Source: an optimization exercise on an open RTL-to-GDS flow (aim: small area). Production flows keep margins and buffers that such runs may drop.
Only simulation tests tie the RTL to the original design; equivalence was not proved.

==> run.sh <==
#!/bin/bash
# synth_recipe.tcl (not shown) runs the flow's synth.tcl, then flattens the netlist and writes it again
# the make line also repeats each setting of config.mk as NAME=value (left out here)
make -C /OpenROAD-flow-scripts/flow DESIGN_CONFIG=/design/flow/config.mk WORK_HOME=/design/flow/orfs CLKGATE_MAP_FILE= SYNTH_SCRIPT=/design/flow/synth_recipe.tcl finish
==> config.mk <==
export PLATFORM = sky130hd
export DESIGN_NAME = ecg_qrs_detector
export DESIGN_NICKNAME = ecg_qrs_detector
export VERILOG_FILES = /design/flow/design.v
export SDC_FILE = /design/flow/constraint.sdc
export NUM_CORES = 4
export LEC_CHECK = 0
export CAP_MARGIN = 20
export CORE_MARGIN = 2
export CORE_UTILIZATION = 40
export SLEW_MARGIN = 20
==> constraint.sdc <==
create_clock -name core_clock -period 10.0 [get_ports {clk}]
set_input_delay 2.0000 -clock core_clock [delete_from_list [all_inputs] [get_ports {clk}]]
set_output_delay 2.0000 -clock core_clock [all_outputs]
set_load 0.01 [all_outputs]
==> design.v <==
module ecg_qrs_detector #(
    parameter int DIN_W       = 59,
    parameter int MWI_LEN     = 32,
    parameter int REFRACT_LEN = 50,
    parameter int MAX_ABOVE   = 64
) (
    input  logic                    clk,
    input  logic                    rst,
    input  logic signed [DIN_W-1:0] din,
    input  logic                    din_valid,
    input  logic [31:0]             thresh,
    output logic [31:0]             mwi_out,
    output logic                    mwi_valid,
    output logic                    qrs_valid,
    output logic [31:0]             qrs_peak,
    output logic [31:0]             qrs_idx
);
    localparam int LOG_LEN = $clog2(MWI_LEN);
    localparam int SUM_W   = 32 + LOG_LEN;
    localparam int ACNT_W  = $clog2(MAX_ABOVE + 1);
    localparam int RCNT_W  = $clog2(REFRACT_LEN + 1);
    function automatic logic signed [15:0] sat16(input logic signed [DIN_W-1:0] v);
        logic signed [DIN_W-1:0] hi;
        logic signed [DIN_W-1:0] lo;
        hi = 32767;
        lo = -32768;
        if (v > hi)      sat16 = 16'sh7fff;
        else if (v < lo) sat16 = 16'sh8000;
        else             sat16 = v[15:0];
    endfunction
    function automatic logic signed [15:0] deriv5(input logic signed [15:0] x0,
                                                  input logic signed [15:0] x1,
                                                  input logic signed [15:0] x3,
                                                  input logic signed [15:0] x4);
        logic signed [18:0] acc;
        acc = (19'(x0) <<< 1) + 19'(x1) - 19'(x3) - (19'(x4) <<< 1);
        acc = acc >>> 3;
        deriv5 = acc[15:0];
    endfunction
    logic signed [15:0] x_sat;
    logic signed [15:0] xd [4];      
    logic [31:0]        idx_cnt;
    logic signed [15:0] d_p0;
    logic [31:0]        idx_p0;
    logic               vld_p0;
    assign x_sat = sat16(din);
    always_ff @(posedge clk or posedge rst) begin
        if (rst) begin
            for (int i = 0; i < 4; i++) xd[i] <= '0;
            idx_cnt <= '0;
            d_p0    <= '0;
            idx_p0  <= '0;
            vld_p0  <= 1'b0;
        end else begin
            vld_p0 <= din_valid;
            if (din_valid) begin
                d_p0    <= deriv5(x_sat, xd[0], xd[2], xd[3]);
                xd[0]   <= x_sat;
                xd[1]   <= xd[0];
                xd[2]   <= xd[1];
                xd[3]   <= xd[2];
                idx_p0  <= idx_cnt;
                idx_cnt <= idx_cnt + 32'd1;
            end
        end
    end
    logic signed [31:0] sq_full;
    logic [31:0]        s_p1;
    logic [31:0]        idx_p1;
    logic               vld_p1;
    assign sq_full = d_p0 * d_p0;
    always_ff @(posedge clk or posedge rst) begin
        if (rst) begin
            s_p1   <= '0;
            idx_p1 <= '0;
            vld_p1 <= 1'b0;
        end else begin
            vld_p1 <= vld_p0;
            if (vld_p0) begin
                s_p1   <= sq_full;
                idx_p1 <= idx_p0;
            end
        end
    end
    logic [31:0]        ring [MWI_LEN];
    logic [LOG_LEN-1:0] wptr;
    logic [SUM_W-1:0]   sum;
    logic [SUM_W-1:0]   sum_next;
    logic [31:0]        idx_p2;
    assign sum_next = sum + {{LOG_LEN{1'b0}}, s_p1} - {{LOG_LEN{1'b0}}, ring[wptr]};
    always_ff @(posedge clk or posedge rst) begin
        if (rst) begin
            for (int i = 0; i < MWI_LEN; i++) ring[i] <= '0;
            wptr      <= '0;
            sum       <= '0;
            mwi_out   <= '0;
            mwi_valid <= 1'b0;
            idx_p2    <= '0;
        end else begin
            mwi_valid <= vld_p1;
            if (vld_p1) begin
                ring[wptr] <= s_p1;
                wptr       <= wptr + 1'b1;
                sum        <= sum_next;
                mwi_out    <= sum_next[SUM_W-1:LOG_LEN];
                idx_p2     <= idx_p1;
            end
        end
    end
    typedef enum logic [1:0] {SEARCH, ABOVE, REFRACT} state_t;
    state_t            state;
    state_t            state_nxt;
    logic [ACNT_W-1:0] acnt;
    logic [RCNT_W-1:0] rcnt;
    logic [31:0]       peak;
    logic [31:0]       pidx;
    logic              above_thr;
    logic              detect;
    logic [31:0]       peak_fin;
    logic [31:0]       pidx_fin;
    assign above_thr = (mwi_out > thresh);
    always_ff @(posedge clk or posedge rst) begin
        if (rst) state <= SEARCH;
        else     state <= state_nxt;
    end
    always_comb begin
        state_nxt = state;
        if (mwi_valid) begin
            case (state)
                SEARCH:  if (above_thr) state_nxt = ABOVE;
                ABOVE:   if (!above_thr || acnt == (MAX_ABOVE - 1)) state_nxt = REFRACT;
                REFRACT: if (rcnt == 1) state_nxt = SEARCH;
                default: state_nxt = SEARCH;
            endcase
        end
    end
    always_comb begin
        detect   = mwi_valid && (state == ABOVE) &&
                   (!above_thr || acnt == (MAX_ABOVE - 1));
        peak_fin = peak;
        pidx_fin = pidx;
        if (above_thr && mwi_out > peak) begin
            peak_fin = mwi_out;
            pidx_fin = idx_p2;
        end
    end
    always_ff @(posedge clk or posedge rst) begin
        if (rst) begin
            acnt      <= '0;
            rcnt      <= '0;
            peak      <= '0;
            pidx      <= '0;
            qrs_valid <= 1'b0;
            qrs_peak  <= '0;
            qrs_idx   <= '0;
        end else begin
            qrs_valid <= detect;
            if (detect) begin
                qrs_peak <= peak_fin;
                qrs_idx  <= pidx_fin;
            end
            if (mwi_valid) begin
                case (state)
                    SEARCH: begin
                        if (above_thr) begin
                            peak <= mwi_out;
                            pidx <= idx_p2;
                            acnt <= 1;
                        end
                    end
                    ABOVE: begin
                        peak <= peak_fin;
                        pidx <= pidx_fin;
                        acnt <= acnt + 1'b1;
                        if (detect) rcnt <= REFRACT_LEN;
                    end
                    REFRACT: rcnt <= rcnt - 1'b1;
                    default: ;
                endcase
            end
        end
    end
endmodule
==> summary.txt <==
most common cell after layout, fill and taps aside=dfrtp_1; Post-synth EDFFs=0; R2R Setup Slk=2140 ps; Hold Path Depth=1; Tot GR Track Use=23.64%; total gr overflow=0; Site Rows=158; layout cells sized above 1=25.01%; simple-gate share of the synthesized area=5.735%; Ports=192; final period utilization=78.62%; CP most frequent cell=fa_1; Clock Sinks=1420; Fin. Hold Viols=0; most frequent cells in the layout=1414 x dfrtp_1, 1075 x mux2_2, 518 x inv_1; Synth Net Count=6815; DRT antenna net count=0; 1st-pass router iterations=9; xor/xnor cell area share of the yosys netlist=1.505%; antenna violations before repair=2; slowest library cell on the worst path=fa_1; CTS tree=yes; first-pass GRT wire length=339000 um; unrepaired setup endpoints after global routing=false; Reg-to-Reg Start=d_p0[15]; FILL cells=16900; complex-gate fraction of the synthesized area=9.118%; fin cells=8865; routability cong.=0.8673; HPWL after detailed placement=141200 um; Final Slew Violations=0; Async S/R FF share, synth=100.0%; synth warn=3; Final Cell Area=84600 um2; Vias/cell=5.693; Hold Path Class=flip-flop to flip-flop; # setup viols final=0; TritonCTS Buffers=155; sequential area share after synthesis=47.69%; crit path capture type=flip-flop; die height=435.6 um; Syn Inst Count=6200; Unique masters post-synth=78; Routed WL per cell=25.43 um; Synth Area in Adders=11.73%; Worst-Skew Late Latency=810 ps; Die ar.=189700 um2; hold endpoint=idx_cnt[31]; number of global-route vias before repair=51570; Die Wd=435.6 um; hold_ws=480.3 ps; Critical R2R Capture=s_p1[31]; mean post-synth cell area=12.02 um2; clk_skew=70.43 ps; # H-tree levels=4; root buffer cell=clkbuf_16; Placed Instances=8582; crit-path max FO=17; worst path required time=10680 ps; outcome=finished clean; CP top delay family=adder cells; crit path cell chain=clkinv_1 -> nor2_1 -> fa_1 -> fa_1 -> fa_1 -> fa_1 -> fa_1 -> inv_1 -> fa_1 -> inv_1 -> ha_1 -> a21oi_1 -> nor2b_1 -> o21ai_0 -> nand2b_1 -> a21oi_1 -> nor2_1 -> a221oi_1 -> a21oi_1 -> a21oi_1 -> xnor2_1 -> mux2_2; Final Util=45.67%; Post-Syn Area=74510 um2; largest family of logic cells by synthesized area=multiplexers; max_slew headroom=16.07%; # port buffers=191; detailed-route via count=50470; max-cap viol count=0; PostCTS Resize Cnt=0; Critical Path Source Type=flip-flop; crit path DAT=8540 ps; drt total wl=225500 um; # Post-CTS Setup Buffers=0; DRC=0; CTS clock-pin slew for the worst setup and hold paths=70 ps; hold_sp=idx_cnt[31]; Min Clock Period, post-route=7862 ps; Synth Flop Type=dfrtp_1; Seq cells post-synth=1420; Fmax achieved=127.2 MHz; setup TNS=0 ps; largest net degree at the start of global routing=162; total placed instance area=79220 um2; Buf/Inv on CP=3; mux cell area share after synthesis=19.25%; max incr delay on CP=840 ps; # hold bufs at CTS=0; Worst Reg-to-Reg Cells=22; clock buffer depth=3; Initial Utilization=40.22%; WS Path Type=flip-flop to flip-flop; Final nets=6874; Worst Max-Slew Pin Slew=1254 ps; DR iter-0 viols=5384; Core ar.=185200 um2; Area Overhead vs Synth=13.54%
==> cell usage after synthesis (33+ instances only) <==
cell type | n | area [um2]
mux2_2 | 1075 | 12110
fa_1 | 296 | 5926
nor2_1 | 220 | 825.8
a21o_1 | 53 | 397.9
xor2_1 | 33 | 289.0
clkbuf_1 | 339 | 1272
a22oi_1 | 125 | 938.4
mux2_4 | 50 | 750.7
nand4_1 | 86 | 538.0
buf_1 | 34 | 127.6
dfrtp_1 | 1420 | 35530
inv_1 | 519 | 1948
nand3_1 | 57 | 285.3
a221oi_1 | 120 | 1051
and2_1 | 34 | 212.7
a222oi_1 | 48 | 480.5
o21ai_0 | 247 | 1236
a21oi_1 | 196 | 980.9
xnor2_1 | 95 | 832.1
a22o_1 | 65 | 569.3
mux2i_1 | 142 | 1421
nand2_1 | 369 | 1385
ha_1 | 225 | 2815
==> stage by stage <==
| stage | setup slack, ps |
|---|---|
| 2_1_floorplan | -11650 |
| 3_3_place_gp | 2294 |
| 3_5_place_dp | 2098 |
| 4_1_cts | 2121 |
| 5_1_grt | 1507 |
| 6_report | 2138 |
==> sequential cells by signal, indices dropped and copies added, names as in the netlist, 32 cells and up <==
name and count:
idx_p0 32, idx_p2 32, qrs_idx 32, idx_cnt 32
mwi_out 32, xd 64, qrs_peak 32, idx_p1 32
peak 32, pidx 32, ring 992
==> how the worst max path moves through the flow <==
stage                     slack (ps)     start  depth (start not counted)  endpoint
after floorplan               -11650       rst                          1   acnt[0]
after global placement          2290  d_p0[15]                         22  s_p1[31]
after detailed placement        2100  d_p0[15]                         22  s_p1[31]
after CTS                       2120  d_p0[15]                         22  s_p1[31]
after global routing            1510  d_p0[15]                         22  s_p1[31]
final                           2140  d_p0[15]                         22  s_p1[31]
==> logic make-up (layout without fill, tap and decap cells) <==
kind of cell,count (synthesis),after routing
buffers and inverters,939,1120
xor gates and xnor gates,128,128
other,1,5
adders and majority gates,521,521
and+or+nand+nor,925,925
muxes,1273,1273
DFF,1420,1420
AOI/OAI and AO/OA,993,993
==> final cells by class <==
type	instances	area, um2	share of cell area [%]
Tap cell	2480	3103	3.668
Sequential cell	1420	35550	42.02
Antenna cell	4	10.01	0.01183
Inverter	521	1959	2.316
Timing Repair Buffer	320	2969	3.510
Multi-Input combinational cell	3841	35650	42.14
Clock inverter	60	909.6	1.075
Clock buffer	219	4449	5.259
==> per-layer routing <==
metal / global-route usage (%) / vias to the layer above / wire, um
met3: 3.553 / 410 / 15090
met5: 0 / - / 19
met2: 37.81 / 1814 / 104400
li1: - / 21820 / -
met1: 32.87 / 26420 / 98250
met4: 7.857 / 2 / 7751
==> worst register-to-register path: stages (launching register included) <==
cell and delay, ps:
dfrtp_1 710, clkinv_1 630, nor2_1 480, fa_1 540, fa_1 840, fa_1 510, fa_1 480, fa_1 540
inv_1 60, fa_1 530, inv_1 50, ha_1 350, a21oi_1 240, nor2b_1 70, o21ai_0 170, nand2b_1 100
a21oi_1 360, nor2_1 90, a221oi_1 400, a21oi_1 120, a21oi_1 190, xnor2_1 80, mux2_2 270

-- what the ideal ports hide --
Ports are ideal in the flow. The routed layout listed here was re-timed in OpenROAD. Step 1 (the two cells are an assumption about what drives the block):
set clk [get_ports {clk}]
set_driving_cell -lib_cell sky130_fd_sc_hd__clkbuf_16 $clk
set_driving_cell -lib_cell sky130_fd_sc_hd__buf_2 [delete_from_list [all_inputs] $clk]
Step 2 times the ports against the registers' clock, not the clock port: input delays grow and output delays shrink by t, the midpoint of the rising clock arrivals with the driver on. Three values: ideal ports, drivers, drivers and shift; two values: the first two.
t (ns): 0.885
setup WS [ns]: 2.138 / 2.138 / 2.138
worst setup path at the end: register to register
cell pins on the clock port's net: 1
After both steps setup and hold are still met in this run. For this run, drivers alone change the setup slack by 0.000 ns; drivers and shift together by 0.000 ns.
